From an optimization exercise on the open Yosys and OpenROAD flow, aimed at small area and a short achievable clock period; shortcuts taken in it are not production practice.
At most, simulation tests tie the RTL to the original design; equivalence was not proved.
The flow treats the clock pin as an ideal source. Dropping or thinning the clock tree relies on that and would not hold on a real chip.
Power figures rest on the tool's default switching activity, not on a simulated workload.

==> flow/design.v (excerpt) <==
module edgeDetector (
    input  logic            iCLK,
    input  logic            iRST,
    input  videoPkg::pixelT iPixel,
    input  logic            iValid,
    input  videoPkg::coordT iX,
    input  videoPkg::coordT iY,
    input  logic            iVertical,
    output videoPkg::pixelT oEdge,
    output logic            oValid
);
Size: about 500 flip-flops, roughly 51 I/O pins, about 17,000 sq um of cells after synthesis.
==> module rowWindow, before the edit <==
module rowWindow (
    input  logic            iCLK,
    input  logic            iPixel_valid,
    input  videoPkg::pixelT iPixel,
    output logic [2*16+2:1][12-1:0] oTap
);
    localparam int DEPTH = 2 * 16 + 2;
    logic [DEPTH:1][12-1:0] chain;
    always_ff @(posedge iCLK) begin
        if (iPixel_valid) begin
            chain[1] <= iPixel;
            for (int k = 2; k <= DEPTH; k++) begin
                chain[k] <= chain[k-1];
            end
        end
    end
    assign oTap = chain;
endmodule
==> module sobelKernel, before the edit <==
module sobelKernel (
    input  logic            iCLK,
    input  logic            iRST,
    input  logic            iValid,
    input  logic            iWindowFull,
    input  logic            iVerticalP,
    input  logic            iVerticalM,
    input  logic            iHorizontalP,
    input  logic            iHorizontalM,
    input  videoPkg::pixelT iP0,
    input  videoPkg::pixelT iP1,
    input  videoPkg::pixelT iP2,
    input  videoPkg::pixelT iP16,
    input  videoPkg::pixelT iP18,
    input  videoPkg::pixelT iP32,
    input  videoPkg::pixelT iP33,
    input  videoPkg::pixelT iP34,
    output videoPkg::pixelT oEdge,
    output logic            oValid
);
    localparam int PW = 12;
    localparam int GW = 12 + 3;
    videoPkg::pixelT cPlus, cMinus;
    videoPkg::pixelT tPos, tNeg;
    videoPkg::pixelT nP34;
    logic [GW-1:0] op [6];
    logic [GW-1:0] s1a, c1a, s1b, c1b, s2, c2, s3, c3;
    logic [GW-1:0] w0, w1, w2;
    logic signed [GW-1:0] g;
    logic                 v1, v2;
    logic                 f1, f2;
    logic signed [GW-1:0] mag;
    videoPkg::pixelT      satVal;
    always_ff @(posedge iCLK or negedge iRST) begin
        if (!iRST) begin
            v1 <= 1'b0;
            v2 <= 1'b0;
        end else begin
            v1 <= iValid;
            v2 <= v1;
        end
    end
    always_ff @(posedge iCLK) begin
        oValid <= v2;
    end
    assign cPlus  = iVerticalP ? iP16 : iP1;
    assign cMinus = iVerticalM ? iP18 : iP33;
    assign tPos = iP32 ^ {PW{iHorizontalP}};
    assign tNeg = ~iP2 ^ {PW{iHorizontalM}};
    assign op[0] = {1'b1, 2'b00, iP0};
    assign nP34  = ~iP34;
    assign op[1] = GW'(nP34);
    assign op[2] = GW'(tPos);
    assign op[3] = GW'(tNeg);
    assign op[4] = GW'({cPlus, 1'b0});
    assign op[5] = GW'({~cMinus, 1'b0});
    assign s1a = op[0] ^ op[1] ^ op[2];
    assign c1a = ((op[0] & op[1]) | (op[0] & op[2]) | (op[1] & op[2])) << 1 | GW'(1);
    assign s1b = op[3] ^ op[4] ^ op[5];
    assign c1b = ((op[3] & op[4]) | (op[3] & op[5]) | (op[4] & op[5])) << 1 | GW'(1);
    assign s2  = s1a ^ c1a ^ s1b;
    assign c2  = ((s1a & c1a) | (s1a & s1b) | (c1a & s1b)) << 1 | GW'(1);
    assign s3  = w0 ^ w1 ^ w2;
    assign c3  = ((w0 & w1) | (w0 & w2) | (w1 & w2)) << 1 | GW'(1);
    assign mag    = g[GW-1] ? -g : g;
    assign satVal = (mag > GW'(4095)) ? '1 : videoPkg::pixelT'(mag);
    always_ff @(posedge iCLK) begin
        w0    <= s2;
        w1    <= c2;
        w2    <= c1b;
        f1    <= iWindowFull;
        g     <= s3 + c3;
        f2    <= f1;
        oEdge <= f2 ? satVal : '0;
    end
endmodule
==> module edgeDetector, before the edit <==
module edgeDetector (
    input  logic            iCLK,
    input  logic            iRST,
    input  videoPkg::pixelT iPixel,
    input  logic            iValid,
    input  videoPkg::coordT iX,
    input  videoPkg::coordT iY,
    input  logic            iVertical,
    output videoPkg::pixelT oEdge,
    output logic            oValid
);
    localparam int W = 16;
    videoPkg::pixelT pix;
    logic            pixValid;
    logic            colFar;
    logic            rowFar;
    logic            vertical;
    logic            horizontal;
    logic            verticalA;
    logic            horizontalA;
    logic [2*W+2:1][12-1:0] tap;
    pixelIntake uIntake (
        .iCLK        (iCLK),
        .iRST        (iRST),
        .iPixel      (iPixel),
        .iValid      (iValid),
        .iX          (iX),
        .iY          (iY),
        .oPixel      (pix),
        .oValid      (pixValid),
        .oColFar     (colFar),
        .oRowFar     (rowFar)
    );
    always_ff @(posedge iCLK) begin
        vertical   <= iVertical;
        horizontal <= ~iVertical;
        if (iValid) begin
            verticalA   <= iVertical;
            horizontalA <= ~iVertical;
        end
    end
    rowWindow uHist (
        .iCLK         (iCLK),
        .iPixel_valid (pixValid),
        .iPixel       (pix),
        .oTap         (tap)
    );
    sobelKernel uKernel (
        .iCLK        (iCLK),
        .iRST        (iRST),
        .iValid      (pixValid),
        .iWindowFull (colFar & rowFar),
        .iVerticalP   (vertical),
        .iVerticalM   (verticalA),
        .iHorizontalP (horizontal),
        .iHorizontalM (horizontalA),
        .iP0         (pix),
        .iP1         (tap[1]),
        .iP2         (tap[2]),
        .iP16        (tap[W]),
        .iP18        (tap[W+2]),
        .iP32        (tap[2*W]),
        .iP33        (tap[2*W+1]),
        .iP34        (tap[2*W+2]),
        .oEdge       (oEdge),
        .oValid      (oValid)
    );
endmodule
Settings: LEC_CHECK=0, CAP_MARGIN=20, CORE_MARGIN=2, CORE_UTILIZATION=60, SLEW_MARGIN=20; clock period 9.0 ns.
standard.sh (not shown) runs the stock make flow with config.mk's settings and CLKGATE_MAP_FILE= SYNTH_SCRIPT=/design/flow/synth_recipe.tcl, a recipe that flattens the netlist after the stock synthesis.
==> flow/flow/run.sh <==
#!/bin/bash
# standard layout up to CTS; the clock tree is then rebuilt as two levels of
# inverters (flow/clock_tree.tcl); then the standard layout runs on to the end.
set -e
export BUFFER_PORTS_ARGS="-buffer_cell sky130_fd_sc_hd__buf_2"
export SETUP_SLACK_MARGIN=6.65
export CTS_ARGS="-sink_clustering_enable -repair_clock_nets -sink_clustering_size 32 -sink_clustering_max_diameter 120 -dont_use_dummy_load"
bash standard.sh cts > standard_cts.log 2>&1
RES=$PWD/orfs/results/$FLOW_PLATFORM/edgeDetector/base
CTS_ODB=$RES/4_1_cts.odb CLOCK_PORT=iCLK CLOCK_ROOTS=4 \
  CLOCK_ROOT_CELL=sky130_fd_sc_hd__inv_16 CLOCK_LEAF_CELL=sky130_fd_sc_hd__inv_12 \
  openroad -no_init -exit flow/clock_tree.tcl > clock_tree.log 2>&1
rm -f $RES/4_cts.odb
bash standard.sh > standard.log 2>&1
Other scripts of this flow, unchanged in this note and not shown: flow/flow/clock_tree.tcl
Then changed:
--- a/flow/design.v
+++ b/flow/design.v
@@ -41,7 +41,9 @@
 endmodule
 `default_nettype wire
 `default_nettype none
-module rowWindow (
+module rowWindow #(
+    parameter int INV_FROM = 16 + 1
+) (
     input  logic            iCLK,
     input  logic            iPixel_valid,
     input  videoPkg::pixelT iPixel,
@@ -53,7 +55,7 @@
         if (iPixel_valid) begin
             chain[1] <= iPixel;
             for (int k = 2; k <= DEPTH; k++) begin
-                chain[k] <= chain[k-1];
+                chain[k] <= (k == INV_FROM) ? ~chain[k-1] : chain[k-1];
             end
         end
     end
@@ -74,18 +76,17 @@
     input  videoPkg::pixelT iP1,
     input  videoPkg::pixelT iP2,
     input  videoPkg::pixelT iP16,
-    input  videoPkg::pixelT iP18,
-    input  videoPkg::pixelT iP32,
-    input  videoPkg::pixelT iP33,
-    input  videoPkg::pixelT iP34,
+    input  videoPkg::pixelT iN18,
+    input  videoPkg::pixelT iN32,
+    input  videoPkg::pixelT iN33,
+    input  videoPkg::pixelT iN34,
     output videoPkg::pixelT oEdge,
     output logic            oValid
 );
     localparam int PW = 12;
     localparam int GW = 12 + 3;
-    videoPkg::pixelT cPlus, cMinus;
+    videoPkg::pixelT cPlus, nMinus;
     videoPkg::pixelT tPos, tNeg;
-    videoPkg::pixelT nP34;
     logic [GW-1:0] op [6];
     logic [GW-1:0] s1a, c1a, s1b, c1b, s2, c2, s3, c3;
     logic [GW-1:0] w0, w1, w2;
@@ -107,16 +108,15 @@
         oValid <= v2;
     end
     assign cPlus  = iVerticalP ? iP16 : iP1;
-    assign cMinus = iVerticalM ? iP18 : iP33;
-    assign tPos = iP32 ^ {PW{iHorizontalP}};
-    assign tNeg = ~iP2 ^ {PW{iHorizontalM}};
+    assign nMinus = iVerticalM ? iN18 : iN33;
+    assign tPos = iN32 ^ {PW{iVerticalP}};
+    assign tNeg = iP2 ^ {PW{iVerticalM}};
     assign op[0] = {1'b1, 2'b00, iP0};
-    assign nP34  = ~iP34;
-    assign op[1] = GW'(nP34);
+    assign op[1] = GW'(iN34);
     assign op[2] = GW'(tPos);
     assign op[3] = GW'(tNeg);
     assign op[4] = GW'({cPlus, 1'b0});
-    assign op[5] = GW'({~cMinus, 1'b0});
+    assign op[5] = GW'({nMinus, 1'b0});
     assign s1a = op[0] ^ op[1] ^ op[2];
     assign c1a = ((op[0] & op[1]) | (op[0] & op[2]) | (op[1] & op[2])) << 1 | GW'(1);
     assign s1b = op[3] ^ op[4] ^ op[5];
@@ -199,10 +199,10 @@
         .iP1         (tap[1]),
         .iP2         (tap[2]),
         .iP16        (tap[W]),
-        .iP18        (tap[W+2]),
-        .iP32        (tap[2*W]),
-        .iP33        (tap[2*W+1]),
-        .iP34        (tap[2*W+2]),
+        .iN18        (tap[W+2]),
+        .iN32        (tap[2*W]),
+        .iN33        (tap[2*W+1]),
+        .iN34        (tap[2*W+2]),
         .oEdge       (oEdge),
         .oValid      (oValid)
     );
After rerunning: Total power climbs by about 0.47%; worst setup slack gains 3.1 ps; first-iteration DRC count climbs by 26%; cell count drops by 3.2%; die area drops by about 0.45%; critical path depth is unchanged; via count drops by about 1%; wire length drops by 2.4%; design area drops by about 1%; worst hold slack loses 45 ps; sequential power is about the same; synthesized cell count drops by about 4%.
No functional check of the RTL was part of the second run of this note. No run of this note takes its clock network from TritonCTS; it comes from the design's own scripts or RTL.

---

Another version of the RTL of edgeDetector (not shown whole).
For scale: ~870 cells after synthesis, about 480 flip-flops, about 17000 um^2 of cells after synthesis.
==> module sobelKernel, before the edit <==
module sobelKernel (
    input  logic            iCLK,
    input  logic            iRST,
    input  logic            iValid,
    input  logic            iWindowFull,
    input  logic            iVerticalP,
    input  logic            iVerticalM,
    input  videoPkg::pixelT iP0,
    input  videoPkg::pixelT iP1,
    input  videoPkg::pixelT iP2,
    input  videoPkg::pixelT iP16,
    input  videoPkg::pixelT iN18,
    input  videoPkg::pixelT iN32,
    input  videoPkg::pixelT iN33,
    input  videoPkg::pixelT iN34,
    output videoPkg::pixelT oEdge,
    output logic            oValid
);
    localparam int PW = 12;
    localparam int GW = 12 + 3;
    videoPkg::pixelT cPlus, nMinus;
    videoPkg::pixelT tPos, tNeg;
    logic [GW-1:0] op [6];
    logic [GW-1:0] s1a, c1a, s1b, c1b, s2, c2, s3, c3;
    logic [GW-1:0] sumW, carW;
    logic signed [GW-1:0] g;
    logic                 v1, v2;
    logic                 f1, f2;
    logic signed [GW-1:0] mag;
    videoPkg::pixelT      satVal;
    always_ff @(posedge iCLK or negedge iRST) begin
        if (!iRST) begin
            v1 <= 1'b0;
            v2 <= 1'b0;
        end else begin
            v1 <= iValid;
            v2 <= v1;
        end
    end
    always_ff @(posedge iCLK) begin
        oValid <= v2;
    end
    assign cPlus  = iVerticalP ? iP16 : iP1;
    assign nMinus = iVerticalM ? iN18 : iN33;
    assign tPos = iN32 ^ {PW{iVerticalP}};
    assign tNeg = iP2 ^ {PW{iVerticalM}};
    assign op[0] = {1'b1, 2'b00, iP0};
    assign op[1] = GW'(iN34);
    assign op[2] = GW'(tPos);
    assign op[3] = GW'(tNeg);
    assign op[4] = GW'({cPlus, 1'b0});
    assign op[5] = GW'({nMinus, 1'b0});
    assign s1a = op[0] ^ op[1] ^ op[2];
    assign c1a = ((op[0] & op[1]) | (op[0] & op[2]) | (op[1] & op[2])) << 1 | GW'(1);
    assign s1b = op[3] ^ op[4] ^ op[5];
    assign c1b = ((op[3] & op[4]) | (op[3] & op[5]) | (op[4] & op[5])) << 1 | GW'(1);
    assign s2  = s1a ^ c1a ^ s1b;
    assign c2  = ((s1a & c1a) | (s1a & s1b) | (c1a & s1b)) << 1 | GW'(1);
    assign s3  = s2 ^ c2 ^ c1b;
    assign c3  = ((s2 & c2) | (s2 & c1b) | (c2 & c1b)) << 1 | GW'(1);
    assign mag    = g[GW-1] ? -g : g;
    assign satVal = (mag > GW'(4095)) ? '1 : videoPkg::pixelT'(mag);
    always_ff @(posedge iCLK) begin
        sumW  <= s3;
        carW  <= c3;
        f1    <= iWindowFull;
        g     <= sumW + carW;
        f2    <= f1;
        oEdge <= f2 ? satVal : '0;
    end
endmodule
==> module edgeDetector, before the edit <==
module edgeDetector (
    input  logic            iCLK,
    input  logic            iRST,
    input  videoPkg::pixelT iPixel,
    input  logic            iValid,
    input  videoPkg::coordT iX,
    input  videoPkg::coordT iY,
    input  logic            iVertical,
    output videoPkg::pixelT oEdge,
    output logic            oValid
);
    localparam int W = 16;
    videoPkg::pixelT pix;
    logic            pixValid;
    logic            colFar;
    logic            rowFar;
    logic            vertical;
    logic            verticalA;
    logic [2*W+2:1][12-1:0] tap;
    pixelIntake uIntake (
        .iCLK        (iCLK),
        .iRST        (iRST),
        .iPixel      (iPixel),
        .iValid      (iValid),
        .iX          (iX),
        .iY          (iY),
        .oPixel      (pix),
        .oValid      (pixValid),
        .oColFar     (colFar),
        .oRowFar     (rowFar)
    );
    always_ff @(posedge iCLK) begin
        vertical <= iVertical;
        if (iValid) begin
            verticalA <= iVertical;
        end
    end
    rowWindow uHist (
        .iCLK         (iCLK),
        .iPixel_valid (pixValid),
        .iPixel       (pix),
        .oTap         (tap)
    );
    sobelKernel uKernel (
        .iCLK        (iCLK),
        .iRST        (iRST),
        .iValid      (pixValid),
        .iWindowFull (colFar & rowFar),
        .iVerticalP  (vertical),
        .iVerticalM  (verticalA),
        .iP0         (pix),
        .iP1         (tap[1]),
        .iP2         (tap[2]),
        .iP16        (tap[W]),
        .iN18        (tap[W+2]),
        .iN32        (tap[2*W]),
        .iN33        (tap[2*W+1]),
        .iN34        (tap[2*W+2]),
        .oEdge       (oEdge),
        .oValid      (oValid)
    );
endmodule
export LEC_CHECK = 0
export ABC_AREA = 1
export CAP_MARGIN = 20
export CORE_MARGIN = 2
export CORE_UTILIZATION = 60
export SLEW_MARGIN = 20
create_clock -name core_clock -period 9.0 [get_ports {iCLK}]
==> flow/flow/run.sh <==
#!/bin/bash
# standard layout up to CTS; the clock tree is then rebuilt as two levels of
# inverters and the input port buffers made buf_1 (flow/clock_tree.tcl);
# then the standard layout runs on to the end.
set -e
export BUFFER_PORTS_ARGS="-buffer_cell sky130_fd_sc_hd__buf_2"
export SETUP_SLACK_MARGIN=6.65
export CTS_ARGS="-sink_clustering_enable -repair_clock_nets -sink_clustering_size 32 -sink_clustering_max_diameter 120 -dont_use_dummy_load"
bash standard.sh cts > standard_cts.log 2>&1
RES=$PWD/orfs/results/$FLOW_PLATFORM/edgeDetector/base
CTS_ODB=$RES/4_1_cts.odb CLOCK_PORT=iCLK CLOCK_ROOTS=4 \
  CLOCK_ROOT_CELL=sky130_fd_sc_hd__inv_16 CLOCK_LEAF_CELL=sky130_fd_sc_hd__inv_12 \
  INPUT_BUFFER_CELL=sky130_fd_sc_hd__buf_1 \
  openroad -no_init -exit flow/clock_tree.tcl > clock_tree.log 2>&1
rm -f $RES/4_cts.odb
bash standard.sh > standard.log 2>&1
Other scripts of this flow, unchanged in this note and not shown: flow/flow/clock_tree.tcl
Change:
--- a/flow/design.v
+++ b/flow/design.v
@@ -69,6 +69,5 @@
     input  logic            iValid,
     input  logic            iWindowFull,
-    input  logic            iVerticalP,
-    input  logic            iVerticalM,
+    input  logic            iVertical,
     input  videoPkg::pixelT iP0,
     input  videoPkg::pixelT iP1,
@@ -88,5 +87,5 @@
     logic [GW-1:0] op [6];
     logic [GW-1:0] s1a, c1a, s1b, c1b, s2, c2, s3, c3;
-    logic [GW-1:0] sumW, carW;
+    logic [GW-1:0] w0, w1, w2;
     logic signed [GW-1:0] g;
     logic                 v1, v2;
@@ -106,8 +105,8 @@
         oValid <= v2;
     end
-    assign cPlus  = iVerticalP ? iP16 : iP1;
-    assign nMinus = iVerticalM ? iN18 : iN33;
-    assign tPos = iN32 ^ {PW{iVerticalP}};
-    assign tNeg = iP2 ^ {PW{iVerticalM}};
+    assign cPlus  = iVertical ? iP16 : iP1;
+    assign nMinus = iVertical ? iN18 : iN33;
+    assign tPos = iN32 ^ {PW{iVertical}};
+    assign tNeg = iP2 ^ {PW{iVertical}};
     assign op[0] = {1'b1, 2'b00, iP0};
     assign op[1] = GW'(iN34);
@@ -122,13 +121,14 @@
     assign s2  = s1a ^ c1a ^ s1b;
     assign c2  = ((s1a & c1a) | (s1a & s1b) | (c1a & s1b)) << 1 | GW'(1);
-    assign s3  = s2 ^ c2 ^ c1b;
-    assign c3  = ((s2 & c2) | (s2 & c1b) | (c2 & c1b)) << 1 | GW'(1);
+    assign s3  = w0 ^ w1 ^ w2;
+    assign c3  = ((w0 & w1) | (w0 & w2) | (w1 & w2)) << 1 | GW'(1);
     assign mag    = g[GW-1] ? -g : g;
     assign satVal = (mag > GW'(4095)) ? '1 : videoPkg::pixelT'(mag);
     always_ff @(posedge iCLK) begin
-        sumW  <= s3;
-        carW  <= c3;
+        w0    <= s2;
+        w1    <= c2;
+        w2    <= c1b;
         f1    <= iWindowFull;
-        g     <= sumW + carW;
+        g     <= s3 + c3;
         f2    <= f1;
         oEdge <= f2 ? satVal : '0;
@@ -154,5 +154,4 @@
     logic            rowFar;
     logic            vertical;
-    logic            verticalA;
     logic [2*W+2:1][12-1:0] tap;
     pixelIntake uIntake (
@@ -170,7 +169,4 @@
     always_ff @(posedge iCLK) begin
         vertical <= iVertical;
-        if (iValid) begin
-            verticalA <= iVertical;
-        end
     end
     rowWindow uHist (
@@ -185,6 +181,5 @@
         .iValid      (pixValid),
         .iWindowFull (colFar & rowFar),
-        .iVerticalP  (vertical),
-        .iVerticalM  (verticalA),
+        .iVertical   (vertical),
         .iP0         (pix),
         .iP1         (tap[1]),
Outcome: The changed run ran to the end with no violations; via count falls by 4.9%; power goes up by 1.5%; combinational power went up by 5.6%; maximum frequency went up by 9.6%; setup slack is better by 230 ps; die area is about the same; cell area drops by 3.0%; clock skew rises by 11 ps; sequential share of layout area is higher by 3.3 points.
Function not checked in the first run of this note: the RTL went through the layout flow alone. In every run of this note, the design's own scripts or RTL, not TritonCTS, make the clock network.

[what the ideal ports hide]
The flow's constraints put no driver on any port. The routed layouts listed below were extracted and timed again, unchanged, in two steps. Step 1 assumes that a clkbuf_16 drives the clock port and a buf_2 every other input. Step 2 moves the port delays by t, midway between the first and last clock arrival at a register: inputs arrive t later, outputs are due t later. That takes back most of the time a late clock gives input paths. Slacks: ideal / step 1 / step 2; pairs: ideal / step 1.
| run | t (ns) | slack for setup (ns) | worst setup path after step 2 |
|---|---|---|---|
| the first run of note 1 | 0.361 | 6.581 / 6.374 / 6.547 | input to register |
| the second run of note 1 | 0.354 | 6.584 / 6.378 / 6.530 | input to register |
| the first run of note 2 | 0.357 | 6.366 / 6.358 / 6.358 | register to register |
| the second run of note 2 | 0.345 | 6.598 / 6.392 / 6.623 | input to register |
After both steps every run listed still meets setup and hold. The setup slack of the second run of note 1, which loses most, moves by -0.206 ns with the drivers and by -0.054 ns with both steps.
